Source: an optimization exercise on an open RTL-to-GDS flow (aim: small area and a short achievable clock period). Production flows keep margins and buffers that such runs may drop. Function was checked by simulation only, so behaviour that the tests miss may differ from the original. Power is estimated from default activity; no workload was simulated.

$ cat flow/design.v
package mem_pkg;
  localparam int unsigned DATA_W_DEF = 8;
  localparam int unsigned ADDR_W_DEF = 8;
endpackage
module mem_aoi222 (
  input  logic a0, b0, a1, b1, a2, b2,
  output logic y
);
  assign y = ~((a0 & b0) | (a1 & b1) | (a2 & b2));
endmodule
module mem_nand4 (
  input  logic a, b, c, d,
  output logic y
);
  assign y = ~(a & b & c & d);
endmodule
module mem_nor2 (
  input  logic a, b,
  output logic y
);
  assign y = ~(a | b);
endmodule
module mem_nor3 (
  input  logic a, b, c,
  output logic y
);
  assign y = ~(a | b | c);
endmodule
module mem_array #(
  parameter int unsigned DATA_W = 8,
  parameter int unsigned ADDR_W = 8
) (
  input  logic                             clk,
  input  logic [2**(ADDR_W/2)-1:0]         wen_lo_n,  
  input  logic [2**(ADDR_W-ADDR_W/2)-1:0]  wen_hi_n,  
  input  logic [DATA_W-1:0]                wdata,
  input  logic [2**(ADDR_W/2)-1:0]         sel_lo_n,  
  input  logic [2**(ADDR_W-ADDR_W/2)-1:0]  sel_hi_n,  
  output logic [DATA_W-1:0]                rdata
);
  localparam int unsigned NLO   = 2 ** (ADDR_W / 2);
  localparam int unsigned NHI   = 2 ** (ADDR_W - ADDR_W / 2);
  localparam int unsigned DEPTH = NLO * NHI;
  logic [DEPTH-1:0]  we;
  logic [DEPTH-1:0]  sel;
  logic [DATA_W-1:0] mem [DEPTH];
  for (genvar h = 0; h < NHI; h++) begin : g_hi
    for (genvar l = 0; l < NLO; l++) begin : g_lo
      mem_nor2 u_we  (.a(wen_hi_n[h]), .b(wen_lo_n[l]), .y(we[h*NLO+l]));
      mem_nor2 u_sel (.a(sel_hi_n[h]), .b(sel_lo_n[l]), .y(sel[h*NLO+l]));
    end
  end
  for (genvar i = 0; i < DEPTH; i++) begin : g_word
    always_ff @(posedge clk) begin
      if (we[i]) mem[i] <= wdata;
    end
  end
  for (genvar b = 0; b < DATA_W; b++) begin : g_bit
    logic [85:0] r1;
    mem_aoi222 u_l1_0 (.a0(sel[0]), .b0(mem[0][b]), .a1(sel[1]), .b1(mem[1][b]), .a2(sel[2]), .b2(mem[2][b]), .y(r1[0]));
    mem_aoi222 u_l1_1 (.a0(sel[3]), .b0(mem[3][b]), .a1(sel[4]), .b1(mem[4][b]), .a2(sel[5]), .b2(mem[5][b]), .y(r1[1]));
    mem_aoi222 u_l1_2 (.a0(sel[6]), .b0(mem[6][b]), .a1(sel[7]), .b1(mem[7][b]), .a2(sel[8]), .b2(mem[8][b]), .y(r1[2]));
    mem_aoi222 u_l1_3 (.a0(sel[9]), .b0(mem[9][b]), .a1(sel[10]), .b1(mem[10][b]), .a2(sel[11]), .b2(mem[11][b]), .y(r1[3]));
    mem_aoi222 u_l1_4 (.a0(sel[12]), .b0(mem[12][b]), .a1(sel[13]), .b1(mem[13][b]), .a2(sel[14]), .b2(mem[14][b]), .y(r1[4]));
    mem_aoi222 u_l1_5 (.a0(sel[15]), .b0(mem[15][b]), .a1(sel[16]), .b1(mem[16][b]), .a2(sel[17]), .b2(mem[17][b]), .y(r1[5]));
    mem_aoi222 u_l1_6 (.a0(sel[18]), .b0(mem[18][b]), .a1(sel[19]), .b1(mem[19][b]), .a2(sel[20]), .b2(mem[20][b]), .y(r1[6]));
    mem_aoi222 u_l1_7 (.a0(sel[21]), .b0(mem[21][b]), .a1(sel[22]), .b1(mem[22][b]), .a2(sel[23]), .b2(mem[23][b]), .y(r1[7]));
    mem_aoi222 u_l1_8 (.a0(sel[24]), .b0(mem[24][b]), .a1(sel[25]), .b1(mem[25][b]), .a2(sel[26]), .b2(mem[26][b]), .y(r1[8]));
    mem_aoi222 u_l1_9 (.a0(sel[27]), .b0(mem[27][b]), .a1(sel[28]), .b1(mem[28][b]), .a2(sel[29]), .b2(mem[29][b]), .y(r1[9]));
    mem_aoi222 u_l1_10 (.a0(sel[30]), .b0(mem[30][b]), .a1(sel[31]), .b1(mem[31][b]), .a2(sel[32]), .b2(mem[32][b]), .y(r1[10]));
    mem_aoi222 u_l1_11 (.a0(sel[33]), .b0(mem[33][b]), .a1(sel[34]), .b1(mem[34][b]), .a2(sel[35]), .b2(mem[35][b]), .y(r1[11]));
    mem_aoi222 u_l1_12 (.a0(sel[36]), .b0(mem[36][b]), .a1(sel[37]), .b1(mem[37][b]), .a2(sel[38]), .b2(mem[38][b]), .y(r1[12]));
    mem_aoi222 u_l1_13 (.a0(sel[39]), .b0(mem[39][b]), .a1(sel[40]), .b1(mem[40][b]), .a2(sel[41]), .b2(mem[41][b]), .y(r1[13]));
    mem_aoi222 u_l1_14 (.a0(sel[42]), .b0(mem[42][b]), .a1(sel[43]), .b1(mem[43][b]), .a2(sel[44]), .b2(mem[44][b]), .y(r1[14]));
    mem_aoi222 u_l1_15 (.a0(sel[45]), .b0(mem[45][b]), .a1(sel[46]), .b1(mem[46][b]), .a2(sel[47]), .b2(mem[47][b]), .y(r1[15]));
    mem_aoi222 u_l1_16 (.a0(sel[48]), .b0(mem[48][b]), .a1(sel[49]), .b1(mem[49][b]), .a2(sel[50]), .b2(mem[50][b]), .y(r1[16]));
    mem_aoi222 u_l1_17 (.a0(sel[51]), .b0(mem[51][b]), .a1(sel[52]), .b1(mem[52][b]), .a2(sel[53]), .b2(mem[53][b]), .y(r1[17]));
    mem_aoi222 u_l1_18 (.a0(sel[54]), .b0(mem[54][b]), .a1(sel[55]), .b1(mem[55][b]), .a2(sel[56]), .b2(mem[56][b]), .y(r1[18]));
    mem_aoi222 u_l1_19 (.a0(sel[57]), .b0(mem[57][b]), .a1(sel[58]), .b1(mem[58][b]), .a2(sel[59]), .b2(mem[59][b]), .y(r1[19]));
    mem_aoi222 u_l1_20 (.a0(sel[60]), .b0(mem[60][b]), .a1(sel[61]), .b1(mem[61][b]), .a2(sel[62]), .b2(mem[62][b]), .y(r1[20]));
    mem_aoi222 u_l1_21 (.a0(sel[63]), .b0(mem[63][b]), .a1(sel[64]), .b1(mem[64][b]), .a2(sel[65]), .b2(mem[65][b]), .y(r1[21]));
    mem_aoi222 u_l1_22 (.a0(sel[66]), .b0(mem[66][b]), .a1(sel[67]), .b1(mem[67][b]), .a2(sel[68]), .b2(mem[68][b]), .y(r1[22]));
    mem_aoi222 u_l1_23 (.a0(sel[69]), .b0(mem[69][b]), .a1(sel[70]), .b1(mem[70][b]), .a2(sel[71]), .b2(mem[71][b]), .y(r1[23]));
    mem_aoi222 u_l1_24 (.a0(sel[72]), .b0(mem[72][b]), .a1(sel[73]), .b1(mem[73][b]), .a2(sel[74]), .b2(mem[74][b]), .y(r1[24]));
    mem_aoi222 u_l1_25 (.a0(sel[75]), .b0(mem[75][b]), .a1(sel[76]), .b1(mem[76][b]), .a2(sel[77]), .b2(mem[77][b]), .y(r1[25]));
    mem_aoi222 u_l1_26 (.a0(sel[78]), .b0(mem[78][b]), .a1(sel[79]), .b1(mem[79][b]), .a2(sel[80]), .b2(mem[80][b]), .y(r1[26]));
    mem_aoi222 u_l1_27 (.a0(sel[81]), .b0(mem[81][b]), .a1(sel[82]), .b1(mem[82][b]), .a2(sel[83]), .b2(mem[83][b]), .y(r1[27]));
    mem_aoi222 u_l1_28 (.a0(sel[84]), .b0(mem[84][b]), .a1(sel[85]), .b1(mem[85][b]), .a2(sel[86]), .b2(mem[86][b]), .y(r1[28]));
    mem_aoi222 u_l1_29 (.a0(sel[87]), .b0(mem[87][b]), .a1(sel[88]), .b1(mem[88][b]), .a2(sel[89]), .b2(mem[89][b]), .y(r1[29]));
    mem_aoi222 u_l1_30 (.a0(sel[90]), .b0(mem[90][b]), .a1(sel[91]), .b1(mem[91][b]), .a2(sel[92]), .b2(mem[92][b]), .y(r1[30]));
    mem_aoi222 u_l1_31 (.a0(sel[93]), .b0(mem[93][b]), .a1(sel[94]), .b1(mem[94][b]), .a2(sel[95]), .b2(mem[95][b]), .y(r1[31]));
    mem_aoi222 u_l1_32 (.a0(sel[96]), .b0(mem[96][b]), .a1(sel[97]), .b1(mem[97][b]), .a2(sel[98]), .b2(mem[98][b]), .y(r1[32]));
    mem_aoi222 u_l1_33 (.a0(sel[99]), .b0(mem[99][b]), .a1(sel[100]), .b1(mem[100][b]), .a2(sel[101]), .b2(mem[101][b]), .y(r1[33]));
    mem_aoi222 u_l1_34 (.a0(sel[102]), .b0(mem[102][b]), .a1(sel[103]), .b1(mem[103][b]), .a2(sel[104]), .b2(mem[104][b]), .y(r1[34]));
    mem_aoi222 u_l1_35 (.a0(sel[105]), .b0(mem[105][b]), .a1(sel[106]), .b1(mem[106][b]), .a2(sel[107]), .b2(mem[107][b]), .y(r1[35]));
    mem_aoi222 u_l1_36 (.a0(sel[108]), .b0(mem[108][b]), .a1(sel[109]), .b1(mem[109][b]), .a2(sel[110]), .b2(mem[110][b]), .y(r1[36]));
    mem_aoi222 u_l1_37 (.a0(sel[111]), .b0(mem[111][b]), .a1(sel[112]), .b1(mem[112][b]), .a2(sel[113]), .b2(mem[113][b]), .y(r1[37]));
    mem_aoi222 u_l1_38 (.a0(sel[114]), .b0(mem[114][b]), .a1(sel[115]), .b1(mem[115][b]), .a2(sel[116]), .b2(mem[116][b]), .y(r1[38]));
    mem_aoi222 u_l1_39 (.a0(sel[117]), .b0(mem[117][b]), .a1(sel[118]), .b1(mem[118][b]), .a2(sel[119]), .b2(mem[119][b]), .y(r1[39]));
    mem_aoi222 u_l1_40 (.a0(sel[120]), .b0(mem[120][b]), .a1(sel[121]), .b1(mem[121][b]), .a2(sel[122]), .b2(mem[122][b]), .y(r1[40]));
    mem_aoi222 u_l1_41 (.a0(sel[123]), .b0(mem[123][b]), .a1(sel[124]), .b1(mem[124][b]), .a2(sel[125]), .b2(mem[125][b]), .y(r1[41]));
    mem_aoi222 u_l1_42 (.a0(sel[126]), .b0(mem[126][b]), .a1(sel[127]), .b1(mem[127][b]), .a2(sel[128]), .b2(mem[128][b]), .y(r1[42]));
    mem_aoi222 u_l1_43 (.a0(sel[129]), .b0(mem[129][b]), .a1(sel[130]), .b1(mem[130][b]), .a2(sel[131]), .b2(mem[131][b]), .y(r1[43]));
    mem_aoi222 u_l1_44 (.a0(sel[132]), .b0(mem[132][b]), .a1(sel[133]), .b1(mem[133][b]), .a2(sel[134]), .b2(mem[134][b]), .y(r1[44]));
    mem_aoi222 u_l1_45 (.a0(sel[135]), .b0(mem[135][b]), .a1(sel[136]), .b1(mem[136][b]), .a2(sel[137]), .b2(mem[137][b]), .y(r1[45]));
    mem_aoi222 u_l1_46 (.a0(sel[138]), .b0(mem[138][b]), .a1(sel[139]), .b1(mem[139][b]), .a2(sel[140]), .b2(mem[140][b]), .y(r1[46]));
    mem_aoi222 u_l1_47 (.a0(sel[141]), .b0(mem[141][b]), .a1(sel[142]), .b1(mem[142][b]), .a2(sel[143]), .b2(mem[143][b]), .y(r1[47]));
    mem_aoi222 u_l1_48 (.a0(sel[144]), .b0(mem[144][b]), .a1(sel[145]), .b1(mem[145][b]), .a2(sel[146]), .b2(mem[146][b]), .y(r1[48]));
    mem_aoi222 u_l1_49 (.a0(sel[147]), .b0(mem[147][b]), .a1(sel[148]), .b1(mem[148][b]), .a2(sel[149]), .b2(mem[149][b]), .y(r1[49]));
    mem_aoi222 u_l1_50 (.a0(sel[150]), .b0(mem[150][b]), .a1(sel[151]), .b1(mem[151][b]), .a2(sel[152]), .b2(mem[152][b]), .y(r1[50]));
    mem_aoi222 u_l1_51 (.a0(sel[153]), .b0(mem[153][b]), .a1(sel[154]), .b1(mem[154][b]), .a2(sel[155]), .b2(mem[155][b]), .y(r1[51]));
    mem_aoi222 u_l1_52 (.a0(sel[156]), .b0(mem[156][b]), .a1(sel[157]), .b1(mem[157][b]), .a2(sel[158]), .b2(mem[158][b]), .y(r1[52]));
    mem_aoi222 u_l1_53 (.a0(sel[159]), .b0(mem[159][b]), .a1(sel[160]), .b1(mem[160][b]), .a2(sel[161]), .b2(mem[161][b]), .y(r1[53]));
    mem_aoi222 u_l1_54 (.a0(sel[162]), .b0(mem[162][b]), .a1(sel[163]), .b1(mem[163][b]), .a2(sel[164]), .b2(mem[164][b]), .y(r1[54]));
    mem_aoi222 u_l1_55 (.a0(sel[165]), .b0(mem[165][b]), .a1(sel[166]), .b1(mem[166][b]), .a2(sel[167]), .b2(mem[167][b]), .y(r1[55]));
    mem_aoi222 u_l1_56 (.a0(sel[168]), .b0(mem[168][b]), .a1(sel[169]), .b1(mem[169][b]), .a2(sel[170]), .b2(mem[170][b]), .y(r1[56]));
    mem_aoi222 u_l1_57 (.a0(sel[171]), .b0(mem[171][b]), .a1(sel[172]), .b1(mem[172][b]), .a2(sel[173]), .b2(mem[173][b]), .y(r1[57]));
    mem_aoi222 u_l1_58 (.a0(sel[174]), .b0(mem[174][b]), .a1(sel[175]), .b1(mem[175][b]), .a2(sel[176]), .b2(mem[176][b]), .y(r1[58]));
    mem_aoi222 u_l1_59 (.a0(sel[177]), .b0(mem[177][b]), .a1(sel[178]), .b1(mem[178][b]), .a2(sel[179]), .b2(mem[179][b]), .y(r1[59]));
    mem_aoi222 u_l1_60 (.a0(sel[180]), .b0(mem[180][b]), .a1(sel[181]), .b1(mem[181][b]), .a2(sel[182]), .b2(mem[182][b]), .y(r1[60]));
    mem_aoi222 u_l1_61 (.a0(sel[183]), .b0(mem[183][b]), .a1(sel[184]), .b1(mem[184][b]), .a2(sel[185]), .b2(mem[185][b]), .y(r1[61]));
    mem_aoi222 u_l1_62 (.a0(sel[186]), .b0(mem[186][b]), .a1(sel[187]), .b1(mem[187][b]), .a2(sel[188]), .b2(mem[188][b]), .y(r1[62]));
    mem_aoi222 u_l1_63 (.a0(sel[189]), .b0(mem[189][b]), .a1(sel[190]), .b1(mem[190][b]), .a2(sel[191]), .b2(mem[191][b]), .y(r1[63]));
    mem_aoi222 u_l1_64 (.a0(sel[192]), .b0(mem[192][b]), .a1(sel[193]), .b1(mem[193][b]), .a2(sel[194]), .b2(mem[194][b]), .y(r1[64]));
    mem_aoi222 u_l1_65 (.a0(sel[195]), .b0(mem[195][b]), .a1(sel[196]), .b1(mem[196][b]), .a2(sel[197]), .b2(mem[197][b]), .y(r1[65]));
    mem_aoi222 u_l1_66 (.a0(sel[198]), .b0(mem[198][b]), .a1(sel[199]), .b1(mem[199][b]), .a2(sel[200]), .b2(mem[200][b]), .y(r1[66]));
    mem_aoi222 u_l1_67 (.a0(sel[201]), .b0(mem[201][b]), .a1(sel[202]), .b1(mem[202][b]), .a2(sel[203]), .b2(mem[203][b]), .y(r1[67]));
    mem_aoi222 u_l1_68 (.a0(sel[204]), .b0(mem[204][b]), .a1(sel[205]), .b1(mem[205][b]), .a2(sel[206]), .b2(mem[206][b]), .y(r1[68]));
    mem_aoi222 u_l1_69 (.a0(sel[207]), .b0(mem[207][b]), .a1(sel[208]), .b1(mem[208][b]), .a2(sel[209]), .b2(mem[209][b]), .y(r1[69]));
    mem_aoi222 u_l1_70 (.a0(sel[210]), .b0(mem[210][b]), .a1(sel[211]), .b1(mem[211][b]), .a2(sel[212]), .b2(mem[212][b]), .y(r1[70]));
    mem_aoi222 u_l1_71 (.a0(sel[213]), .b0(mem[213][b]), .a1(sel[214]), .b1(mem[214][b]), .a2(sel[215]), .b2(mem[215][b]), .y(r1[71]));
    mem_aoi222 u_l1_72 (.a0(sel[216]), .b0(mem[216][b]), .a1(sel[217]), .b1(mem[217][b]), .a2(sel[218]), .b2(mem[218][b]), .y(r1[72]));
    mem_aoi222 u_l1_73 (.a0(sel[219]), .b0(mem[219][b]), .a1(sel[220]), .b1(mem[220][b]), .a2(sel[221]), .b2(mem[221][b]), .y(r1[73]));
    mem_aoi222 u_l1_74 (.a0(sel[222]), .b0(mem[222][b]), .a1(sel[223]), .b1(mem[223][b]), .a2(sel[224]), .b2(mem[224][b]), .y(r1[74]));
    mem_aoi222 u_l1_75 (.a0(sel[225]), .b0(mem[225][b]), .a1(sel[226]), .b1(mem[226][b]), .a2(sel[227]), .b2(mem[227][b]), .y(r1[75]));
    mem_aoi222 u_l1_76 (.a0(sel[228]), .b0(mem[228][b]), .a1(sel[229]), .b1(mem[229][b]), .a2(sel[230]), .b2(mem[230][b]), .y(r1[76]));
    mem_aoi222 u_l1_77 (.a0(sel[231]), .b0(mem[231][b]), .a1(sel[232]), .b1(mem[232][b]), .a2(sel[233]), .b2(mem[233][b]), .y(r1[77]));
    mem_aoi222 u_l1_78 (.a0(sel[234]), .b0(mem[234][b]), .a1(sel[235]), .b1(mem[235][b]), .a2(sel[236]), .b2(mem[236][b]), .y(r1[78]));
    mem_aoi222 u_l1_79 (.a0(sel[237]), .b0(mem[237][b]), .a1(sel[238]), .b1(mem[238][b]), .a2(sel[239]), .b2(mem[239][b]), .y(r1[79]));
    mem_aoi222 u_l1_80 (.a0(sel[240]), .b0(mem[240][b]), .a1(sel[241]), .b1(mem[241][b]), .a2(sel[242]), .b2(mem[242][b]), .y(r1[80]));
    mem_aoi222 u_l1_81 (.a0(sel[243]), .b0(mem[243][b]), .a1(sel[244]), .b1(mem[244][b]), .a2(sel[245]), .b2(mem[245][b]), .y(r1[81]));
    mem_aoi222 u_l1_82 (.a0(sel[246]), .b0(mem[246][b]), .a1(sel[247]), .b1(mem[247][b]), .a2(sel[248]), .b2(mem[248][b]), .y(r1[82]));
    mem_aoi222 u_l1_83 (.a0(sel[249]), .b0(mem[249][b]), .a1(sel[250]), .b1(mem[250][b]), .a2(sel[251]), .b2(mem[251][b]), .y(r1[83]));
    mem_aoi222 u_l1_84 (.a0(sel[252]), .b0(mem[252][b]), .a1(sel[253]), .b1(mem[253][b]), .a2(sel[254]), .b2(mem[254][b]), .y(r1[84]));
    mem_aoi222 u_l1_85 (.a0(sel[255]), .b0(mem[255][b]), .a1(1'b0), .b1(1'b0), .a2(1'b0), .b2(1'b0), .y(r1[85]));
    logic [21:0] r2;
    mem_nand4 u_l2_0 (.a(r1[0]), .b(r1[1]), .c(r1[2]), .d(r1[3]), .y(r2[0]));
    mem_nand4 u_l2_1 (.a(r1[4]), .b(r1[5]), .c(r1[6]), .d(r1[7]), .y(r2[1]));
    mem_nand4 u_l2_2 (.a(r1[8]), .b(r1[9]), .c(r1[10]), .d(r1[11]), .y(r2[2]));
    mem_nand4 u_l2_3 (.a(r1[12]), .b(r1[13]), .c(r1[14]), .d(r1[15]), .y(r2[3]));
    mem_nand4 u_l2_4 (.a(r1[16]), .b(r1[17]), .c(r1[18]), .d(r1[19]), .y(r2[4]));
    mem_nand4 u_l2_5 (.a(r1[20]), .b(r1[21]), .c(r1[22]), .d(r1[23]), .y(r2[5]));
    mem_nand4 u_l2_6 (.a(r1[24]), .b(r1[25]), .c(r1[26]), .d(r1[27]), .y(r2[6]));
    mem_nand4 u_l2_7 (.a(r1[28]), .b(r1[29]), .c(r1[30]), .d(r1[31]), .y(r2[7]));
    mem_nand4 u_l2_8 (.a(r1[32]), .b(r1[33]), .c(r1[34]), .d(r1[35]), .y(r2[8]));
    mem_nand4 u_l2_9 (.a(r1[36]), .b(r1[37]), .c(r1[38]), .d(r1[39]), .y(r2[9]));
    mem_nand4 u_l2_10 (.a(r1[40]), .b(r1[41]), .c(r1[42]), .d(r1[43]), .y(r2[10]));
    mem_nand4 u_l2_11 (.a(r1[44]), .b(r1[45]), .c(r1[46]), .d(r1[47]), .y(r2[11]));
    mem_nand4 u_l2_12 (.a(r1[48]), .b(r1[49]), .c(r1[50]), .d(r1[51]), .y(r2[12]));
    mem_nand4 u_l2_13 (.a(r1[52]), .b(r1[53]), .c(r1[54]), .d(r1[55]), .y(r2[13]));
    mem_nand4 u_l2_14 (.a(r1[56]), .b(r1[57]), .c(r1[58]), .d(r1[59]), .y(r2[14]));
    mem_nand4 u_l2_15 (.a(r1[60]), .b(r1[61]), .c(r1[62]), .d(r1[63]), .y(r2[15]));
    mem_nand4 u_l2_16 (.a(r1[64]), .b(r1[65]), .c(r1[66]), .d(r1[67]), .y(r2[16]));
    mem_nand4 u_l2_17 (.a(r1[68]), .b(r1[69]), .c(r1[70]), .d(r1[71]), .y(r2[17]));
    mem_nand4 u_l2_18 (.a(r1[72]), .b(r1[73]), .c(r1[74]), .d(r1[75]), .y(r2[18]));
    mem_nand4 u_l2_19 (.a(r1[76]), .b(r1[77]), .c(r1[78]), .d(r1[79]), .y(r2[19]));
    mem_nand4 u_l2_20 (.a(r1[80]), .b(r1[81]), .c(r1[82]), .d(r1[83]), .y(r2[20]));
    mem_nand4 u_l2_21 (.a(r1[84]), .b(r1[85]), .c(1'b1), .d(1'b1), .y(r2[21]));
    logic [10:0] r3;
    mem_nor2 u_l3_0 (.a(r2[0]), .b(r2[1]), .y(r3[0]));
    mem_nor2 u_l3_1 (.a(r2[2]), .b(r2[3]), .y(r3[1]));
    mem_nor2 u_l3_2 (.a(r2[4]), .b(r2[5]), .y(r3[2]));
    mem_nor2 u_l3_3 (.a(r2[6]), .b(r2[7]), .y(r3[3]));
    mem_nor2 u_l3_4 (.a(r2[8]), .b(r2[9]), .y(r3[4]));
    mem_nor2 u_l3_5 (.a(r2[10]), .b(r2[11]), .y(r3[5]));
    mem_nor2 u_l3_6 (.a(r2[12]), .b(r2[13]), .y(r3[6]));
    mem_nor2 u_l3_7 (.a(r2[14]), .b(r2[15]), .y(r3[7]));
    mem_nor2 u_l3_8 (.a(r2[16]), .b(r2[17]), .y(r3[8]));
    mem_nor2 u_l3_9 (.a(r2[18]), .b(r2[19]), .y(r3[9]));
    mem_nor2 u_l3_10 (.a(r2[20]), .b(r2[21]), .y(r3[10]));
    logic [2:0] r4;
    mem_nand4 u_l4_0 (.a(r3[0]), .b(r3[1]), .c(r3[2]), .d(r3[3]), .y(r4[0]));
    mem_nand4 u_l4_1 (.a(r3[4]), .b(r3[5]), .c(r3[6]), .d(r3[7]), .y(r4[1]));
    mem_nand4 u_l4_2 (.a(r3[8]), .b(r3[9]), .c(r3[10]), .d(1'b1), .y(r4[2]));
    logic [0:0] r5;
    mem_nor3 u_l5_0 (.a(r4[0]), .b(r4[1]), .c(r4[2]), .y(r5[0]));
    assign rdata[b] = ~r5[0];
  end
endmodule
module data_memory_ctrl #(
  parameter int unsigned DATA_W = mem_pkg::DATA_W_DEF,
  parameter int unsigned ADDR_W = mem_pkg::ADDR_W_DEF
) (
  input  logic              clk,
  input  logic              reset,
  input  logic              req_valid,
  output logic              req_ready,
  input  logic              req_write,
  input  logic [ADDR_W-1:0] req_addr,
  input  logic [DATA_W-1:0] req_wdata,
  output logic              rsp_valid,
  input  logic              rsp_ready,
  output logic [DATA_W-1:0] rsp_rdata,
  output logic              busy
);
  localparam int unsigned LO_W = ADDR_W / 2;
  localparam int unsigned HI_W = ADDR_W - LO_W;
  localparam int unsigned NLO  = 2 ** LO_W;
  localparam int unsigned NHI  = 2 ** HI_W;
  logic [ADDR_W-1:0] clear_cnt;
  logic              clear_done;
  logic              busy_q;
  logic              ready_idle;
  logic              clearing;
  logic              ready_int;
  logic              rd_fire;
  logic              wr_fire;
  logic              clear_done_nxt;
  logic              rsp_valid_nxt;
  assign clearing  = !clear_done;
  assign ready_int = clear_done && (!rsp_valid || rsp_ready);
  assign rd_fire   = req_valid && ready_int && !req_write;
  assign wr_fire   = req_valid && ready_int && req_write;
  assign busy      = busy_q;
  assign req_ready = !busy_q && (ready_idle || rsp_ready);
  assign clear_done_nxt = !reset && (clear_done || (&clear_cnt));
  assign rsp_valid_nxt  = !reset && (rd_fire || (rsp_valid && !rsp_ready));
  always_ff @(posedge clk) begin
    if (reset) clear_cnt <= '0;
    else       clear_cnt <= clear_cnt + 1'b1;
  end
  always_ff @(posedge clk) begin
    clear_done <= clear_done_nxt;
    busy_q     <= !clear_done_nxt;
    rsp_valid  <= rsp_valid_nxt;
    ready_idle <= clear_done_nxt && !rsp_valid_nxt;
  end
  logic [NLO-1:0]    sel_lo_n;
  logic [NHI-1:0]    sel_hi_n;
  logic [NLO-1:0]    wen_lo_n;
  logic [NHI-1:0]    wen_hi_n;
  logic [DATA_W-1:0] mem_wdata;
  logic [DATA_W-1:0] mem_rdata;
  always_comb begin
    for (int l = 0; l < NLO; l++) begin
      sel_lo_n[l] = (req_addr[LO_W-1:0] != LO_W'(l));
      wen_lo_n[l] = !clearing && sel_lo_n[l];
    end
    for (int h = 0; h < NHI; h++) begin
      sel_hi_n[h] = (req_addr[ADDR_W-1:LO_W] != HI_W'(h));
      wen_hi_n[h] = !clearing && !(wr_fire && !sel_hi_n[h]);
    end
  end
  assign mem_wdata = clearing ? '0 : req_wdata;
  mem_array #(
    .DATA_W(DATA_W),
    .ADDR_W(ADDR_W)
  ) u_mem (
    .clk     (clk),
    .wen_lo_n(wen_lo_n),
    .wen_hi_n(wen_hi_n),
    .wdata   (mem_wdata),
    .sel_lo_n(sel_lo_n),
    .sel_hi_n(sel_hi_n),
    .rdata   (mem_rdata)
  );
  always_ff @(posedge clk) begin
    if (reset) begin
      rsp_rdata <= '0;
    end else if (rd_fire) begin
      rsp_rdata <= mem_rdata;
    end
  end
endmodule
$ cat flow/flow/run.sh
#!/bin/bash
# Own layout flow: the standard synthesis and layout, with these layout changes:
#  - sizing may swap a cell for any cell of the same function (not only the same
#    footprint), so port buffers and gates can be resized freely;
#  - clock tree synthesis inserts no dummy loads and clusters up to 30 sinks per
#    leaf buffer.
# Each step's full output goes to a log file in this folder (ORFS's own per-step
# logs are under orfs/logs/).
set -uo pipefail
bash standard.sh synth > synth.log 2>&1 || exit 1
bash standard.sh finish \
  MATCH_CELL_FOOTPRINT=0 \
  "CTS_ARGS=-sink_clustering_enable -repair_clock_nets -dont_use_dummy_load -sink_clustering_size 30 -sink_clustering_max_diameter 80" \
  > layout.log 2>&1 || exit 1
$ cat flow/standard.sh
#!/bin/bash
# synth_recipe.tcl (not shown) runs the flow's synth.tcl, then flattens the netlist and writes it again
# the make line also repeats each setting of config.mk as NAME=value (left out here)
make -C /OpenROAD-flow-scripts/flow DESIGN_CONFIG=/design/flow/config.mk WORK_HOME=/design/flow/orfs CLKGATE_MAP_FILE= SYNTH_SCRIPT=/design/flow/synth_recipe.tcl "${@:-finish}"
$ cat flow/config.mk
export PLATFORM = sky130hd
export DESIGN_NAME = data_memory_ctrl
export DESIGN_NICKNAME = data_memory_ctrl
export VERILOG_FILES = /design/flow/design.v
export SDC_FILE = /design/flow/constraint.sdc
export NUM_CORES = 4
export LEC_CHECK = 0
export CAP_MARGIN = 20
export CORE_MARGIN = 2
export CORE_UTILIZATION = 40
export SETUP_SLACK_MARGIN = 2.3
export SLEW_MARGIN = 20
export SYNTH_HIERARCHICAL = 1
$ cat flow/constraint.sdc
create_clock -name core_clock -period 5.0 [get_ports {clk}]
set_input_delay 1.0000 -clock core_clock [delete_from_list [all_inputs] [get_ports {clk}]]
set_output_delay 1.0000 -clock core_clock [all_outputs]
set_load 0.01 [all_outputs]
==> results.toml, run 1 <==
[logic_synthesis]
synth_edf_count = 2048
synthFlopType = "edfxtp_1"
synth_area_um2 = 73400
ys_seq_area_share_pct = 84.4
synth-seq-cells = 2068
yosys-top-cells-area = "edfxtp_1, a222oi_1, nor2_1"
synth_top_cell_area_share_pct = 83.8
syn_avg_cell_area_um2 = 19.6
synthCells = 3744
netlist_top_cells_count = "edfxtp_1, a222oi_1, nor2_1"
synth_cell_type_count = 34
async_flop_share_pct = 0
ys_warn_count = 10
synth_most_common_cell = "edfxtp_1"
synth_top_area_cell = "edfxtp_1"

[die]
die_h_um = 432
die_x_um = 432
num_rows = 157
start_util_pct = 40.2
core_um2 = 183000
num_io_pins = 32
die-area_um2 = 187000

[power]
ir_drop_mv = 0.281
p_leak_uw = 0.0322
total_power_uw = 27600
p_per_area_nw_per_um2 = 321

[timing]
finClkSkew_ns = 0.0965
finalSetupViolCount = 0
period_needed_ns = 3.21
relSlewSlack_pct = 31.6
worst_pin_slew_ns = 1.03
maxSlewViolCount = 0
setup_tns_ns = 0
fmax_ghz = 0.311
period_share_pct = 64.3
hold_viol = 0
rsz0062_at_grt = "true"

[worst_setup_path]
arrival_ns = 3.86
max_stage_delay_ns = 0.60
end_kind = "flop"
crit_family = "simple AND/OR/NAND/NOR gates"
cp.required_ns = 5.65
cpMostUsedCell = "buf_12"
start_kind = "input port"
cp_cell_sequence = "buf_8 > nor2b_4 > buf_12 > nand3_4 > buf_12 > buf_12 > nor2_4 > a222oi_1 > nand4_1 > nor2_2 > nand4_1 > nor3_2 > inv_1 > nand2b_1 > mux2i_1"
path_class = "input port to flop"
worst_path_max_delay_cell = "a222oi_1"
worst-path-buf-inv = 5
critPathMaxFanout = 8

[route]
wl_um = 219000
drt-initial-drc-count = 9330
ant_nets = 0
drc = 0
routedWlPerCell_um = 32.7
vias_per_cell = 6.48
vias = 43283
drt-pass1-iter-count = 12

[placement]
post-dp-hpwl_um = 134000
io_buffer_count = 31
routabilityCongestion = 0.865

[grt]
grt_max_degree = 118
grt_pass1_vias = 41306
antenna_found_initial = 3
overflow = 0
groute.usage.overall_pct = 22.9
grt_first_pass_wirelength_um = 307000

[outcome]
status = "complete, no violations"

[clock_tree]
h-tree-depth = 3
cts_sinks = 2068
root_buffer = "clkbuf_16"
numCtsBuffers = 98
cts_hold_buf = 0
cts_tree = "built"
clkSlewWorstSetupHoldPaths_ns = 0.11
clk_latency_ns = 0.79
clockBufferDepth = 3

[cells_and_area]
area_delta_synth_final_pct = 17.2
final_layout_size_suffix_gt1_share_pct = 22.6
nets = 4320

[job]
drv_cap = 0

[min_path]
holdCritPathClass = "flop to flop"
==> cell usage in the layout (no fill, tap or decap), types with 2 or more instances in the layout <==
master           synthesis  layout
a21oi_1                 24      11
a21oi_2                  0       3
a21oi_4                  0      10
a222oi_1               688     688
a31oi_4                  0       9
and2_4                   0      10
and2b_4                  0       2
buf_12                   0      78
buf_16                   0       3
buf_4                    0     257
buf_6                    0      32
buf_8                    0      13
clkbuf_16                0     111
clkdlybuf4s50_1          0      11
conb_1                   2      56
dfxtp_1                 20      12
dfxtp_4                  0       8
dlymetal6s2s_1           0      10
edfxtp_1              2048    2048
inv_1                   10       9
mux2i_1                  8       8
nand2_1                 23       3
nand2_4                  0       3
nand2_8                  0      16
nand2b_1                17      17
nand3_1                 13       3
nand3_2                  0       3
nand3_4                  0       7
nand4_1                202     202
nor2_1                 614     232
nor2_2                   0     253
nor2_4                   0     129
nor2b_1                  7       2
nor2b_4                  1       6
nor3_2                   8       9
nor3b_4                  0       2
o21ai_0                  2       2
or3_1                    2       2
xnor2_1                  2       2
==> Yosys stat by module, one instance, submodules excluded, a selection <==
| module | cells | area [um2] | copies in the design | flops+latches |
|---|---|---|---|---|
| mem_nor2 | 1 | 3.75 | 600 | 0 |
| mem_nand4 | 1 | 6.26 | 200 | 0 |
| data_memory_ctrl | 190 | 1360 | 1 | 20 |
| mem_aoi222 | 1 | 10.0 | 688 | 0 |
| mem_nor3 | 1 | 10.0 | 8 | 0 |
==> metrics by stage <==
| stage | instances | utilization (%) | area (um2) | hold WS (ns) | setup slack, ns |
|---|---|---|---|---|---|
| finish | 6682 | 47.1 | 86000 | 0.468 | 1.79 |
| global route | 6682 | 47.1 | 86000 | 0.508 | 1.77 |
| CTS | 6659 | 46.8 | 85500 | 0.472 | 1.97 |
| detailed placement | 6418 | 43.4 | 79300 | 0.458 | -0.114 |
| global placement | 6417 | 43.4 | 79300 | 0.448 | -0.0374 |
| floorplan | 3798 | - | 73600 | 0.430 | 1.91 |
==> report_power, final <==
group	switching [uW]	internal, uW	leakage [uW]	total [uW]
combinational	235	145	0.00557	380
sequential	1.81	18700	0.0254	18700
clock	5020	3500	0.00121	8510
total	5260	22400	0.0322	27600
==> routing by layer <==
metal | routed length, um | GRT usage [%] | share of wire [%] | up-vias
li1 | - | - | - | 17702
met2 | 104000 | 36.7 | 48 | 2721
met4 | 9970 | 9.39 | 4.6 | 4
met5 | 21 | 0 | 0.0096 | -
met3 | 21200 | 3.28 | 9.7 | 385
met1 | 83300 | 31.4 | 38 | 22471
==> flip-flops by register name, summed over array words and instances (netlist names) <==
register,count
u_mem.mem,2048
clear_cnt,8
rsp_rdata,8
busy_q,1
clear_done,1
ready_idle,1
rsp_valid,1
==> cell families (layout without fill, tap and decap cells) <==
| group | count (synthesis) | in the layout | share of synthesized area [%] |
|---|---|---|---|
| buffers and inverters | 28 | 526 | 0.150 |
| DFF | 2068 | 2068 | 84.4 |
| other | 2 | 57 | 0.0102 |
| xor gates and xnor gates | 3 | 3 | 0.0358 |
| AOI/OAI and AO/OA | 727 | 727 | 9.69 |
| adders and majority gates | 1 | 1 | 0.0171 |
| muxes | 8 | 8 | 0.109 |
| and+or+nand+nor | 907 | 907 | 5.63 |
==> what timing repair did <==
item                                    in CTS  in global routing
pin swaps                                  176                 95
gates resized for setup                    677                 81
endpoints found under the setup margin    2036               1381
gates cloned                                11                  2
buffers inserted                           132                 20
endpoints found under the hold margin        0                  0
==> path summary, 6_finish.rpt <==
path         slack [ns]          from  depth (start not counted)               end
max reg2reg        2.40    clear_done                          5  u_mem.mem[28][4]
min                0.47  clear_cnt[0]                          1      clear_cnt[0]
min reg2reg        0.47  clear_cnt[0]                          1      clear_cnt[0]
max                1.79   req_addr[0]                         15      rsp_rdata[4]
==> layout make-up <==
type                       count  area (um2)
antenna                        1        2.50
timing repair buffer         418        4690
fill                       15056       96700
multi-input combinational   1702       13900
sequential                  2068       61900
clock buffer                  98        2450
tap                         2385        2980
inverter                      10        40.0
==> inputs of run 2 (changes only) <==
==> flow/flow/run.sh (replaced) <==
#!/bin/bash
# Own layout flow: the standard synthesis and layout, with these layout changes:
#  - sizing may swap a cell for any cell of the same function (not only the same
#    footprint), and the port buffers are buf_4 cells;
#  - before global placement, presize.tcl sizes up the memory's word-line gates
#    and the upper levels of its read tree, which drive long wires;
#  - clock tree synthesis inserts no dummy loads and clusters up to 30 sinks per
#    leaf buffer.
# Each step's full output goes to a log file in this folder (ORFS's own per-step
# logs are under orfs/logs/).
set -uo pipefail
W=$(pwd)
bash standard.sh synth > synth.log 2>&1 || exit 1
bash standard.sh finish \
  MATCH_CELL_FOOTPRINT=0 \
  "BUFFER_PORTS_ARGS=-buffer_cell sky130_fd_sc_hd__buf_4" \
  "PRE_GLOBAL_PLACE_TCL=$W/flow/presize.tcl" \
  WORDLINE_CELL=sky130_fd_sc_hd__nor2_2 \
  "CTS_ARGS=-sink_clustering_enable -repair_clock_nets -dont_use_dummy_load -sink_clustering_size 30 -sink_clustering_max_diameter 80" \
  > layout.log 2>&1 || exit 1
==> flow/flow/presize.tcl (new file) <==
# Before global placement, size the memory's word-line gates and the upper levels of
# its read tree, which drive long wires: the 2-input NORs that drive the write
# enables and read selects (8 loads each), and the tree gates above the first two
# levels.
proc drivers_of {inst} {
  set res {}
  foreach it [$inst getITerms] {
    if {![$it isInputSignal]} continue
    set net [$it getNet]
    if {$net == "NULL"} continue
    foreach d [$net getITerms] { if {[$d isOutputSignal]} { lappend res [[[$d getInst] getMaster] getName] } }
  }
  return $res
}
proc loads_of {inst} {
  set res {}
  foreach it [$inst getITerms] {
    if {![$it isOutputSignal]} continue
    set net [$it getNet]
    if {$net == "NULL"} continue
    foreach d [$net getITerms] { if {[$d isInputSignal]} { lappend res [[[$d getInst] getMaster] getName] } }
  }
  return $res
}
set changes {}
foreach inst [[ord::get_db_block] getInsts] {
  set mn [[$inst getMaster] getName]
  switch $mn {
    sky130_fd_sc_hd__nor2_1 {
      set l [loads_of $inst]
      if {[lsearch $l sky130_fd_sc_hd__edfxtp_1] >= 0 || [lsearch $l sky130_fd_sc_hd__a222oi_1] >= 0} {
        lappend changes [list [$inst getName] $::env(WORDLINE_CELL)]
      } elseif {[lsearch -not [drivers_of $inst] sky130_fd_sc_hd__nand4_1] < 0} {
        lappend changes [list [$inst getName] sky130_fd_sc_hd__nor2_4]
      }
    }
    sky130_fd_sc_hd__nand4_1 {
      set d [drivers_of $inst]
      if {[lsearch $d sky130_fd_sc_hd__nor2_1] >= 0 && [lsearch $d sky130_fd_sc_hd__a222oi_1] < 0} {
        lappend changes [list [$inst getName] sky130_fd_sc_hd__nand4_4]
      }
    }
    sky130_fd_sc_hd__nor3_1 {
      set d [drivers_of $inst]
      if {[lsearch $d sky130_fd_sc_hd__nand4_1] >= 0} {
        lappend changes [list [$inst getName] sky130_fd_sc_hd__nor3_4]
      }
    }
  }
}
array set cnt {}
foreach c $changes {
  replace_cell [lindex $c 0] [lindex $c 1]
  set k [lindex $c 1]; if {![info exists cnt($k)]} {set cnt($k) 0}; incr cnt($k)
}
foreach k [array names cnt] { puts "presize: $cnt($k) cells to $k" }
==> run 2 against run 1 <==
  * Still clean on timing, DRC and antenna
  * Sequential share of layout area about the same
  * Die area unchanged
  * Setup slack improved by 0.10 ns
  * Hold slack got worse by 0.0051 ns
  * Clock power decreased by 3.9%
  * Core utilization about the same
  * First-iteration DRC count decreased by 4.2%
  * Design area about the same
==> results.toml, run 2 <==
[power]
p_sw_uw = 5210
clockPowerShare_pct = 29.9
p_per_area_nw_per_um2 = 318
seqPwrFrac_pct = 68.5
p_int_uw = 22100
p_leak_uw = 0.0319
total_power_uw = 27300
ir_drop_mv = 0.262
swShare_pct = 19.0
pwr-share-comb_pct = 1.6

[route]
routedWlPerCell_um = 33.0
wl_um = 218000
vias_per_cell = 6.47
drc = 0
vias = 42794
drt-initial-drc-count = 8936
ant_nets = 0
drt-pass1-iter-count = 12

[logic_synthesis]
synth-seq-cells = 2068
async_flop_share_pct = 0
ys_seq_area_share_pct = 84.4
synth_edf_count = 2048
synth_area_um2 = 73400
yosys-top-cells-area = "edfxtp_1, a222oi_1, nor2_1"
ys_warn_count = 10
synthFlopType = "edfxtp_1"
netlist_top_cells_count = "edfxtp_1, a222oi_1, nor2_1"
syn_avg_cell_area_um2 = 19.6
synth_top_cell_area_share_pct = 83.8
synth_most_common_cell = "edfxtp_1"
synthCells = 3744
synth_cell_type_count = 34
synth_top_area_cell = "edfxtp_1"

[cells_and_area]
diodes = 0
area_delta_synth_final_pct = 17.2
top_regs = "u_mem.mem (2048), clear_cnt (8), rsp_rdata (8)"
nets = 4253
final_common_cell = "edfxtp_1"
final_layout_size_suffix_gt1_share_pct = 27.6
post-route-cell-area_um2 = 86000
largest_register = "u_mem.mem"
largest_register_ffs = 2048
final_cell_mix = "edfxtp_1, a222oi_1, nor2_2"

[min_path]
holdCritPathClass = "flop to flop"
min_delay_path_depth = 1
min_to = "clear_cnt[0]"
min-delay-start = "clear_cnt[0]"

[grt]
use_met2_pct = 36.7
overflow = 0
antenna_found_initial = 0
grt_pass1_vias = 40453
grt_first_pass_wirelength_um = 304000
groute.usage.overall_pct = 22.6
use_met3_pct = 3.60
grt_max_degree = 112
met1_usage_pct = 30.9
grt.busiest_layer = "met2"

[die]
die-area_um2 = 187000
start_util_pct = 40.2
die_h_um = 432
num_io_pins = 32
die_x_um = 432
core_um2 = 183000
num_rows = 157

[worst_setup_path]
end_kind = "flop"
rr_worst_depth = 5
start_kind = "input port"
cp.required_ns = 5.59
arrival_ns = 3.70
r2r_setup_slack_ns = 2.17
critPathMaxFanout = 8
r2r-end = "u_mem.mem[212][7]"
path_class = "input port to flop"
r2r-start = "clear_done"

[timing]
setup_tns_ns = 0
rsz0062_at_grt = "true"
worst_pin_slew_ns = 1.09
hold_viol = 0
finalSetupViolCount = 0
maxSlewViolCount = 0
relSlewSlack_pct = 26.9
period_needed_ns = 3.11
fmax_ghz = 0.322
period_share_pct = 62.2
finClkSkew_ns = 0.0514

[clock_tree]
cts_tree = "built"
cts_sinks = 2068
clk_latency_ns = 0.77
clkSlewWorstSetupHoldPaths_ns = 0.08
clockBufferDepth = 3
cts_hold_buf = 0
h-tree-depth = 3
numCtsBuffers = 90
root_buffer = "clkbuf_16"

[job]
drv_cap = 0

[placement]
routabilityCongestion = 0.896
post_dp_cell_area_um2 = 80600
post-dp-hpwl_um = 132000
io_buffer_count = 31

[outcome]
status = "complete, no violations"
-- run 2: cell type report --
class / instances / area [um2]
timing repair buffer: 358 / 4120
fill: 15009 / 96700
inverter: 10 / 42.5
clock buffer: 90 / 2250
tap: 2385 / 2980
multi-input combinational: 1703 / 14700
sequential: 2068 / 61900
-- run 2: per-layer routing --
layer | wire (um) | up-vias
met1 | 83600 | 22464
met5 | 0 | -
met3 | 20600 | 302
met4 | 8240 | 0
li1 | - | 17574
met2 | 106000 | 2454
-- run 2: worst max path at each step --
stage	startpoint	end	slack, ns	cells after the start
finish	req_addr[3]	rsp_rdata[5]	1.89	16
global route	req_addr[3]	rsp_rdata[3]	1.90	14
CTS	req_addr[6]	rsp_rdata[3]	2.02	13
detailed placement	req_addr[1]	rsp_rdata[3]	0.34	13
global placement	req_addr[1]	rsp_rdata[1]	0.40	13
floorplan	req_addr[0]	rsp_rdata[0]	1.91	13
-- run 2: logic make-up (layout without fill, tap and decap cells) --
kind of cell | count (synthesis) | after routing | synth area share (%)
AO/OA/AOI/OAI | 727 | 727 | 9.69
XOR/XNOR | 3 | 3 | 0.0358
adder cells (fa/ha/maj) | 1 | 1 | 0.0171
buffers and inverters | 28 | 458 | 0.150
flip-flops | 2068 | 2068 | 84.4
multiplexers | 8 | 8 | 0.109
other | 2 | 56 | 0.0102
AND/OR/NAND/NOR | 907 | 908 | 5.63
-- run 2: stage by stage --
step | util (%) | setup WS, ns | instances | hold slack [ns]
2_1_floorplan | - | 1.91 | 3798 | 0.430
3_3_place_gp | 44.1 | 0.395 | 6316 | 0.448
3_5_place_dp | 44.1 | 0.340 | 6316 | 0.459
4_1_cts | 46.4 | 2.02 | 6516 | 0.473
5_1_grt | 47.1 | 1.90 | 6614 | 0.503
6_report | 47.1 | 1.89 | 6614 | 0.463
-- run 2: Yosys stat by module, one instance, submodules excluded, a selection --
| module | copies in the design | cells inside | cell area [um2] | flip-flops and latches |
|---|---|---|---|---|
| mem_nor2 | 600 | 1 | 3.75 | 0 |
| data_memory_ctrl | 1 | 190 | 1360 | 20 |
| mem_aoi222 | 688 | 1 | 10.0 | 0 |
| mem_nor3 | 8 | 1 | 10.0 | 0 |
| mem_nand4 | 200 | 1 | 6.26 | 0 |
-- run 2: worst max-delay path: stages --
cell and delay [ns]:
buf_12 0.11, nor2b_4 0.12, buf_8 0.14, buf_4 0.15, nand3_4 0.14, buf_12 0.14
clkbuf_16 0.18, nor2_2 0.10, a222oi_1 0.55, nand4_1 0.32, nor2_4 0.18, nand4_4 0.17
nor3_2 0.21, inv_1 0.06, nand2b_1 0.06, mux2i_1 0.06
-- run 2: power groups by stage --
stage	clock network, uW	logic [uW]	registers, uW
floorplan	0	75.3	19100
global placement	0	241	19100
detailed placement	0	242	19100
finish	8180	430	18700
global route	8840	438	18700
CTS	8300	354	18700
-- run 2: repair_timing --
item                                    in CTS  in global routing
gates cloned                                 8                  5
endpoints found under the setup margin    1013               1211
resized for setup                          178                 56
buffers inserted                           102                 93
pin swaps                                  130                109
==> inputs of run 3 (changes only) <==
--- a/flow/design.v
+++ b/flow/design.v
@@ -21,13 +21,8 @@
   assign y = ~(a | b);
 endmodule
-module mem_nor3 (
-  input  logic a, b, c,
-  output logic y
-);
-  assign y = ~(a | b | c);
-endmodule
 module mem_array #(
   parameter int unsigned DATA_W = 8,
-  parameter int unsigned ADDR_W = 8
+  parameter int unsigned ADDR_W = 8,
+  parameter int unsigned NPART  = 3   
 ) (
   input  logic                             clk,
@@ -37,5 +32,5 @@
   input  logic [2**(ADDR_W/2)-1:0]         sel_lo_n,  
   input  logic [2**(ADDR_W-ADDR_W/2)-1:0]  sel_hi_n,  
-  output logic [DATA_W-1:0]                rdata
+  output logic [DATA_W*NPART-1:0]          rdata_part  
 );
   localparam int unsigned NLO   = 2 ** (ADDR_W / 2);
@@ -183,7 +178,5 @@
     mem_nand4 u_l4_1 (.a(r3[4]), .b(r3[5]), .c(r3[6]), .d(r3[7]), .y(r4[1]));
     mem_nand4 u_l4_2 (.a(r3[8]), .b(r3[9]), .c(r3[10]), .d(1'b1), .y(r4[2]));
-    logic [0:0] r5;
-    mem_nor3 u_l5_0 (.a(r4[0]), .b(r4[1]), .c(r4[2]), .y(r5[0]));
-    assign rdata[b] = ~r5[0];
+    assign rdata_part[b*NPART +: NPART] = r4;
   end
 endmodule
@@ -208,4 +201,5 @@
   localparam int unsigned NLO  = 2 ** LO_W;
   localparam int unsigned NHI  = 2 ** HI_W;
+  localparam int unsigned NPART = 3;
   logic [ADDR_W-1:0] clear_cnt;
   logic              clear_done;
@@ -241,5 +235,6 @@
   logic [NHI-1:0]    wen_hi_n;
   logic [DATA_W-1:0] mem_wdata;
-  logic [DATA_W-1:0] mem_rdata;
+  logic [DATA_W*NPART-1:0] mem_rdata_part;
+  logic [DATA_W*NPART-1:0] rsp_part;
   always_comb begin
     for (int l = 0; l < NLO; l++) begin
@@ -255,5 +250,6 @@
   mem_array #(
     .DATA_W(DATA_W),
-    .ADDR_W(ADDR_W)
+    .ADDR_W(ADDR_W),
+    .NPART (NPART)
   ) u_mem (
     .clk     (clk),
@@ -263,12 +259,15 @@
     .sel_lo_n(sel_lo_n),
     .sel_hi_n(sel_hi_n),
-    .rdata   (mem_rdata)
+    .rdata_part(mem_rdata_part)
   );
   always_ff @(posedge clk) begin
     if (reset) begin
-      rsp_rdata <= '0;
+      rsp_part <= '0;
     end else if (rd_fire) begin
-      rsp_rdata <= mem_rdata;
-    end
-  end
-endmodule
+      rsp_part <= mem_rdata_part;
+    end
+  end
+  for (genvar b = 0; b < DATA_W; b++) begin : g_rd
+    assign rsp_rdata[b] = |rsp_part[b*NPART +: NPART];
+  end
+endmodule
==> run 3 against run 2 <==
  * Count of clock-buffer cells in the layout did not move
  * Critical endpoint is now rsp_part[9]
  * Global-route usage decreased by 0.11 points
  * Total power is 0.27% higher
  * Largest cell class unchanged
  * Wire length fell by 0.52%
  * Hold slack improved by 0.023 ns
==> results.toml, run 3 <==
[cells_and_area]
area_delta_synth_final_pct = 16.2
final_cell_mix = "edfxtp_1, a222oi_1, nor2_2"
final_common_cell = "edfxtp_1"
final_layout_size_suffix_gt1_share_pct = 26.6
nets = 4246
post-route-cell-area_um2 = 86000
largest_register_ffs = 2048
top_regs = "u_mem.mem (2048), rsp_part (24), clear_cnt (8)"
diodes = 0
largest_register = "u_mem.mem"

[logic_synthesis]
yosys-top-cells-area = "edfxtp_1, a222oi_1, nor2_1"
synth-seq-cells = 2084
synth_most_common_cell = "edfxtp_1"
synthFlopType = "edfxtp_1"
ys_seq_area_share_pct = 84.1
async_flop_share_pct = 0
ys_warn_count = 10
synth_area_um2 = 74000
synthCells = 3806
synth_top_cell_area_share_pct = 83.1
syn_avg_cell_area_um2 = 19.4
synth_top_area_cell = "edfxtp_1"
synth_edf_count = 2048
synth_cell_type_count = 34
netlist_top_cells_count = "edfxtp_1, a222oi_1, nor2_1"

[die]
num_rows = 157
core_um2 = 183000
die_x_um = 434
die-area_um2 = 189000
die_h_um = 434
start_util_pct = 40.3
num_io_pins = 32

[timing]
rsz0062_at_grt = "true"
maxSlewViolCount = 0
period_needed_ns = 2.79
hold_viol = 0
finClkSkew_ns = 0.0673
relSlewSlack_pct = 27.8
fmax_ghz = 0.358
finalSetupViolCount = 0
worst_pin_slew_ns = 1.08
period_share_pct = 55.8
setup_tns_ns = 0

[worst_setup_path]
worst_path_max_delay_cell = "a222oi_1"
path_class = "input port to flop"
crit_family = "simple AND/OR/NAND/NOR gates"
end_kind = "flop"
arrival_ns = 3.43
max_stage_delay_ns = 0.77
cp.required_ns = 5.64
worst-path-buf-inv = 3
critPathMaxFanout = 8
start_kind = "input port"
cp_cell_sequence = "buf_12 > nor2b_4 > buf_8 > nand3_4 > buf_12 > nor2_4 > a222oi_1 > nand4_1 > nor2_4 > nand4_4 > nand2b_1 > mux2i_1"

[route]
drc = 0
ant_nets = 0
routedWlPerCell_um = 32.5
vias = 42772
drt-pass1-iter-count = 8
drt-initial-drc-count = 8576
wl_um = 217000
vias_per_cell = 6.40

[clock_tree]
root_buffer = "clkbuf_16"
cts_tree = "built"
clkSlewWorstSetupHoldPaths_ns = 0.11
clockBufferDepth = 3
cts_sinks = 2084
numCtsBuffers = 90
h-tree-depth = 3
clk_latency_ns = 0.76

[power]
p_sw_uw = 5180
p_leak_uw = 0.0316
pwr-share-comb_pct = 1.4
swShare_pct = 18.9
total_power_uw = 27400
seqPwrFrac_pct = 68.8
ir_drop_mv = 0.279
clockPowerShare_pct = 29.8
p_per_area_nw_per_um2 = 319
p_int_uw = 22200

[grt]
overflow = 0
antenna_found_initial = 0
grt_first_pass_wirelength_um = 304000
groute.usage.overall_pct = 22.5
grt_pass1_vias = 40670
grt_max_degree = 157

[job]
drv_cap = 0

[placement]
post_dp_cell_area_um2 = 81300
post-dp-hpwl_um = 133000
routabilityCongestion = 0.901
io_buffer_count = 31

[outcome]
status = "complete, no violations"

[min_path]
holdCritPathClass = "flop to flop"
## run 3: tightest hold or removal path, cell delays in order (launching register included)
cell and delay [ns]:
dfxtp_1 0.32, nand2b_1 0.06, mux2i_1 0.06
## run 3: layout make-up
class                      count  area, um2
clock buffer                  90       2250
fill                       15264      97500
timing repair buffer         296       3300
tap                         2464       3080
sequential                  2084      62300
inverter                       1       3.75
multi-input combinational   1751      15100
## run 3: kinds of logic after synthesis
family	share of synthesized area [%]
flops	84.1
simple gates	5.80
compound gates	9.59
mux	0.340
buf+inv	0.154
xor+xnor	0.0355
other cells	0.0101
fa+ha+maj	0.0169
## run 3: what timing repair did
action | in CTS | in global routing
cloned | 2 | 0
hold buffers | 0 | 0
buffers inserted | 80 | 65
resized for setup | 167 | 80
endpoints found under the setup margin | 1769 | 45
pin swaps | 71 | 117
## run 3: path summary, 6_finish.rpt
check                    from  slack (ns)                 to  depth (start not counted)
hold / removal    rsp_part[1]        0.49        rsp_part[1]                          2
hold reg to reg   rsp_part[1]        0.49        rsp_part[1]                          2
setup reg to reg   clear_done        2.32  u_mem.mem[222][3]                          5
setup / recovery  req_addr[2]        2.21        rsp_part[9]                         12
## run 3: through the flow
step	setup WS [ns]	instances	hold slack (ns)	utilization (%)
after floorplan	2.04	3860	0.427	-
after global placement	0.235	6448	0.453	44.3
after detailed placement	0.0865	6449	0.457	44.3
after CTS	2.22	6621	0.483	46.4
after global routing	2.23	6686	0.507	46.9
final	2.21	6686	0.486	46.9
## run 3: per-layer routing
layer	GRT usage, %	routed length, um	up-vias
met4	8.45	8440	0
met5	0	0	-
met2	35.9	103000	2385
met3	3.33	19500	282
met1	31.4	85700	22448
li1	-	-	17657
## run 3: power by group through the flow
| stage | clock network [uW] | registers, uW | logic [uW] |
|---|---|---|---|
| after floorplan | 0 | 19300 | 79.7 |
| after global placement | 0 | 19300 | 250 |
| after detailed placement | 0 | 19300 | 253 |
| after CTS | 8320 | 18800 | 331 |
| after global routing | 8840 | 18900 | 401 |
| final | 8170 | 18800 | 391 |
## run 3: modules after synthesis (local to each module, per instance), a selection
module / copies in the design / flip-flops and latches
data_memory_ctrl: 1 / 36
mem_aoi222: 688 / 0
mem_nand4: 200 / 0
mem_nor2: 600 / 0
==> inputs of run 4 (changes only) <==
--- a/flow/design.v
+++ b/flow/design.v
@@ -205,4 +205,7 @@
   logic              clear_done;
   logic              busy_q;
+  logic              clr_we;
+  logic              clr_wd;
+  logic              wr_ok;
   logic              ready_idle;
   logic              clearing;
@@ -216,4 +219,5 @@
   assign rd_fire   = req_valid && ready_int && !req_write;
   assign wr_fire   = req_valid && ready_int && req_write;
+  assign wr_ok     = req_valid && req_write && (!rsp_valid || rsp_ready);
   assign busy      = busy_q;
   assign req_ready = !busy_q && (ready_idle || rsp_ready);
@@ -223,4 +227,8 @@
     if (reset) clear_cnt <= '0;
     else       clear_cnt <= clear_cnt + 1'b1;
+  end
+  always_ff @(posedge clk) begin
+    clr_we <= reset || (clr_we && !(&clear_cnt));
+    clr_wd <= reset || (clr_wd && !(&clear_cnt));
   end
   always_ff @(posedge clk) begin
@@ -236,16 +244,16 @@
   logic [DATA_W-1:0] mem_wdata;
   logic [DATA_W*NPART-1:0] mem_rdata_part;
-  logic [DATA_W*NPART-1:0] rsp_part;
+  logic [DATA_W*NPART-1:0] rsp_part_n;
   always_comb begin
     for (int l = 0; l < NLO; l++) begin
       sel_lo_n[l] = (req_addr[LO_W-1:0] != LO_W'(l));
-      wen_lo_n[l] = !clearing && sel_lo_n[l];
+      wen_lo_n[l] = !clr_we && sel_lo_n[l];
     end
     for (int h = 0; h < NHI; h++) begin
       sel_hi_n[h] = (req_addr[ADDR_W-1:LO_W] != HI_W'(h));
-      wen_hi_n[h] = !clearing && !(wr_fire && !sel_hi_n[h]);
-    end
-  end
-  assign mem_wdata = clearing ? '0 : req_wdata;
+      wen_hi_n[h] = !clr_we && !(wr_ok && !sel_hi_n[h]);
+    end
+  end
+  assign mem_wdata = clr_wd ? '0 : req_wdata;
   mem_array #(
     .DATA_W(DATA_W),
@@ -263,11 +271,11 @@
   always_ff @(posedge clk) begin
     if (reset) begin
-      rsp_part <= '0;
+      rsp_part_n <= '1;
     end else if (rd_fire) begin
-      rsp_part <= mem_rdata_part;
+      rsp_part_n <= ~mem_rdata_part;
     end
   end
   for (genvar b = 0; b < DATA_W; b++) begin : g_rd
-    assign rsp_rdata[b] = |rsp_part[b*NPART +: NPART];
-  end
-endmodule
+    assign rsp_rdata[b] = ~&rsp_part_n[b*NPART +: NPART];
+  end
+endmodule
==> run 4 against run 3 <==
  * Synthesized cell count rose by 0.16%
  * Sequential power barely moved
  * Die area barely moved
  * Critical path type unchanged
  * Largest cell class unchanged
==> results.toml, run 4 <==
[grt]
antenna_found_initial = 1
overflow = 0
grt_first_pass_wirelength_um = 304000
groute.usage.overall_pct = 22.5
grt_pass1_vias = 40590
grt_max_degree = 191

[cells_and_area]
area_delta_synth_final_pct = 17.2
largest_register = "u_mem.mem"
final_common_cell = "edfxtp_1"
final_layout_size_suffix_gt1_share_pct = 27.5
stdcell_count = 6748
fillCellCount = 15227
final_cell_mix = "edfxtp_1, a222oi_1, nor2_2"
top_regs = "u_mem.mem (2048), rsp_part_n (24), clear_cnt (8)"
nets = 4308
diodes = 0
largest_register_ffs = 2048
post-route-util_pct = 47.3

[worst_setup_path]
path_class = "input port to flop"
r2r-start = "clr_we"
rr_worst_depth = 3
end_kind = "flop"
critPathMaxFanout = 11
cp.required_ns = 5.69
arrival_ns = 3.56
r2r-end = "u_mem.mem[187][1]"
start_kind = "input port"
r2r_setup_slack_ns = 2.49

[logic_synthesis]
yosys-top-cells-area = "edfxtp_1, a222oi_1, nor2_1"
synth_edf_count = 2048
synth_area_um2 = 74000
synthCells = 3812
synth_most_common_cell = "edfxtp_1"
ys_warn_count = 10
syn_avg_cell_area_um2 = 19.4
synth_top_cell_area_share_pct = 83.1
synth-seq-cells = 2086
netlist_top_cells_count = "edfxtp_1, a222oi_1, nor2_1"
synth_top_area_cell = "edfxtp_1"
async_flop_share_pct = 0
synth_cell_type_count = 34
synthFlopType = "edfxtp_1"
ys_seq_area_share_pct = 84.1

[min_path]
min_delay_path_depth = 1
holdCritPathClass = "flop to flop"
min-delay-start = "clear_cnt[0]"
min_to = "clear_cnt[0]"

[timing]
rsz0062_at_grt = "true"
period_needed_ns = 2.87
finClkSkew_ns = 0.0942
period_share_pct = 57.5
worst_pin_slew_ns = 1.11
fmax_ghz = 0.348
finalSetupViolCount = 0
maxSlewViolCount = 0
setup_tns_ns = 0
fin_ws_ns = 2.13
hold_viol = 0
relSlewSlack_pct = 25.8

[die]
start_util_pct = 40.4
die_x_um = 434
die_h_um = 434
die-area_um2 = 189000
core_um2 = 183000
num_rows = 157
num_io_pins = 32

[outcome]
status = "complete, no violations"

[clock_tree]
cts_hold_buf = 0
clk_latency_ns = 0.78
cts_tree = "built"
cts_sinks = 2086
clkSlewWorstSetupHoldPaths_ns = 0.11
root_buffer = "clkbuf_16"
numCtsBuffers = 92
h-tree-depth = 3
clockBufferDepth = 3

[placement]
routabilityCongestion = 0.896
dp_slack_ns = 0.733
dp_cells = 6462
post-dp-hpwl_um = 134000
io_buffer_count = 31

[route]
ant_nets = 0
vias = 43132
wl_um = 219000
drt-initial-drc-count = 8305
routedWlPerCell_um = 32.5
vias_per_cell = 6.39
drc = 0
drt-pass1-iter-count = 9

[job]
drv_cap = 0

[power]
p_per_area_nw_per_um2 = 318
ir_drop_mv = 0.297
p_leak_uw = 0.0320
run 4: cells by family after synthesis:
kind of cell | after synthesis | share of synthesized area (%)
compound gates | 727 | 9.59
simple gates | 941 | 5.74
other cells | 2 | 0.0101
mux | 25 | 0.340
fa+ha+maj | 1 | 0.0169
flops | 2086 | 84.1
xor+xnor | 3 | 0.0355
buf+inv | 27 | 0.186
run 4: report_power, final:
| group | leakage, uW | internal (uW) | total [uW] | switching (uW) |
|---|---|---|---|---|
| clock | 0.00113 | 3300 | 8260 | 4960 |
| sequential | 0.0256 | 18900 | 18900 | 2.59 |
| combinational | 0.00532 | 181 | 447 | 266 |
| total | 0.0320 | 22300 | 27600 | 5230 |
run 4: area by class of cell:
class / instances / area (um2) / share of cell area (%)
Inverter: 1 / 3.75 / 0.00432
Tap cell: 2464 / 3080 / 3.55
Multi-Input combinational cell: 1754 / 15300 / 17.6
Sequential cell: 2086 / 62300 / 71.8
Timing Repair Buffer: 351 / 3850 / 4.43
Clock buffer: 92 / 2300 / 2.65
run 4: critical path: stages:
cell,delay [ns]
buf_16,0.13
nand4_1,0.16
buf_4,0.44
nor2_2,0.20
a222oi_1,0.42
nand4_1,0.39
nor2_4,0.38
nand4_4,0.10
nor2b_1,0.15
mux2i_1,0.16
run 4: what timing repair did:
item,in CTS,in global routing
endpoints found under the setup margin,1158,478
setup buffers,68,119
pin swaps,133,152
cloned,3,4
resized for setup,177,130
run 4: how the worst max path moves through the flow:
stage                             end    startpoint  slack [ns]  cells after the start
finish                 rsp_part_n[16]   req_addr[2]        2.13                     10
global route            rsp_part_n[7]   req_addr[3]        2.22                     13
CTS                 u_mem.mem[224][5]   req_addr[4]        2.23                      6
detailed placement      rsp_part_n[7]   req_addr[1]        0.73                     12
global placement        rsp_part_n[7]   req_addr[1]        0.73                     12
floorplan             u_mem.mem[0][0]  req_wdata[0]        1.28                      1
run 4: per-stage QoR:
step | cell area (um2) | hold WS [ns] | power [uW]
after floorplan | 74300 | 0.430 | 19400
after global placement | 81300 | 0.446 | 19500
after detailed placement | 81300 | 0.458 | 19500
after CTS | 85200 | 0.485 | 27600
after global routing | 86800 | 0.517 | 28300
final | 86800 | 0.488 | 27600
run 4: modules after synthesis (local to each module, per instance), excerpt:
| module | copies in the design | area (um2) | flip-flops and latches | cells inside |
|---|---|---|---|---|
| mem_nor2 | 600 | 3.75 | 0 | 1 |
| mem_nand4 | 200 | 6.26 | 0 | 1 |
| mem_aoi222 | 688 | 10.0 | 0 | 1 |
| data_memory_ctrl | 1 | 2150 | 38 | 274 |
run 4: layer usage:
| metal | GRT usage, % | wire (um) | vias up | part of all wire (%) |
|---|---|---|---|---|
| met2 | 36.0 | 105000 | 2374 | 48 |
| met3 | 3.59 | 19700 | 299 | 9.0 |
| li1 | - | - | 17781 | - |
| met1 | 31.3 | 86500 | 22678 | 39 |
| met5 | 0 | 0 | - | 0 |
| met4 | 8.30 | 8260 | 0 | 3.8 |

==> re-timing with driven ports <==
Ports are ideal in the flow. The routed layouts listed here were re-timed in OpenROAD. Step 1 (the two cells are an assumption about what drives the block):
set clk [get_ports {clk}]
set_driving_cell -lib_cell sky130_fd_sc_hd__clkbuf_16 $clk
set_driving_cell -lib_cell sky130_fd_sc_hd__buf_2 [delete_from_list [all_inputs] $clk]
Step 2 moves the port delays by t, midway between the first and last clock arrival at a register: inputs arrive t later, outputs are due t later. That takes back most of the time a late clock gives input paths. Slacks: ideal ports / drivers / drivers and shift; pairs: ideal ports / drivers.
run | t (ns) | slack for setup (ns) | worst setup path after step 2
run 1 | 0.844 | 1.787 / 1.753 / 0.909 | input to register
run 2 | 0.801 | 1.892 / 1.901 / 1.099 | input to register
run 3 | 0.799 | 2.208 / 2.190 / 1.408 | input to register
run 4 | 0.813 | 2.127 / 2.106 / 1.293 | input to register
After both steps setup and hold are still met in every run listed. The setup slack of run 1, which loses most, moves by -0.034 ns with the drivers and by -0.878 ns with both steps.
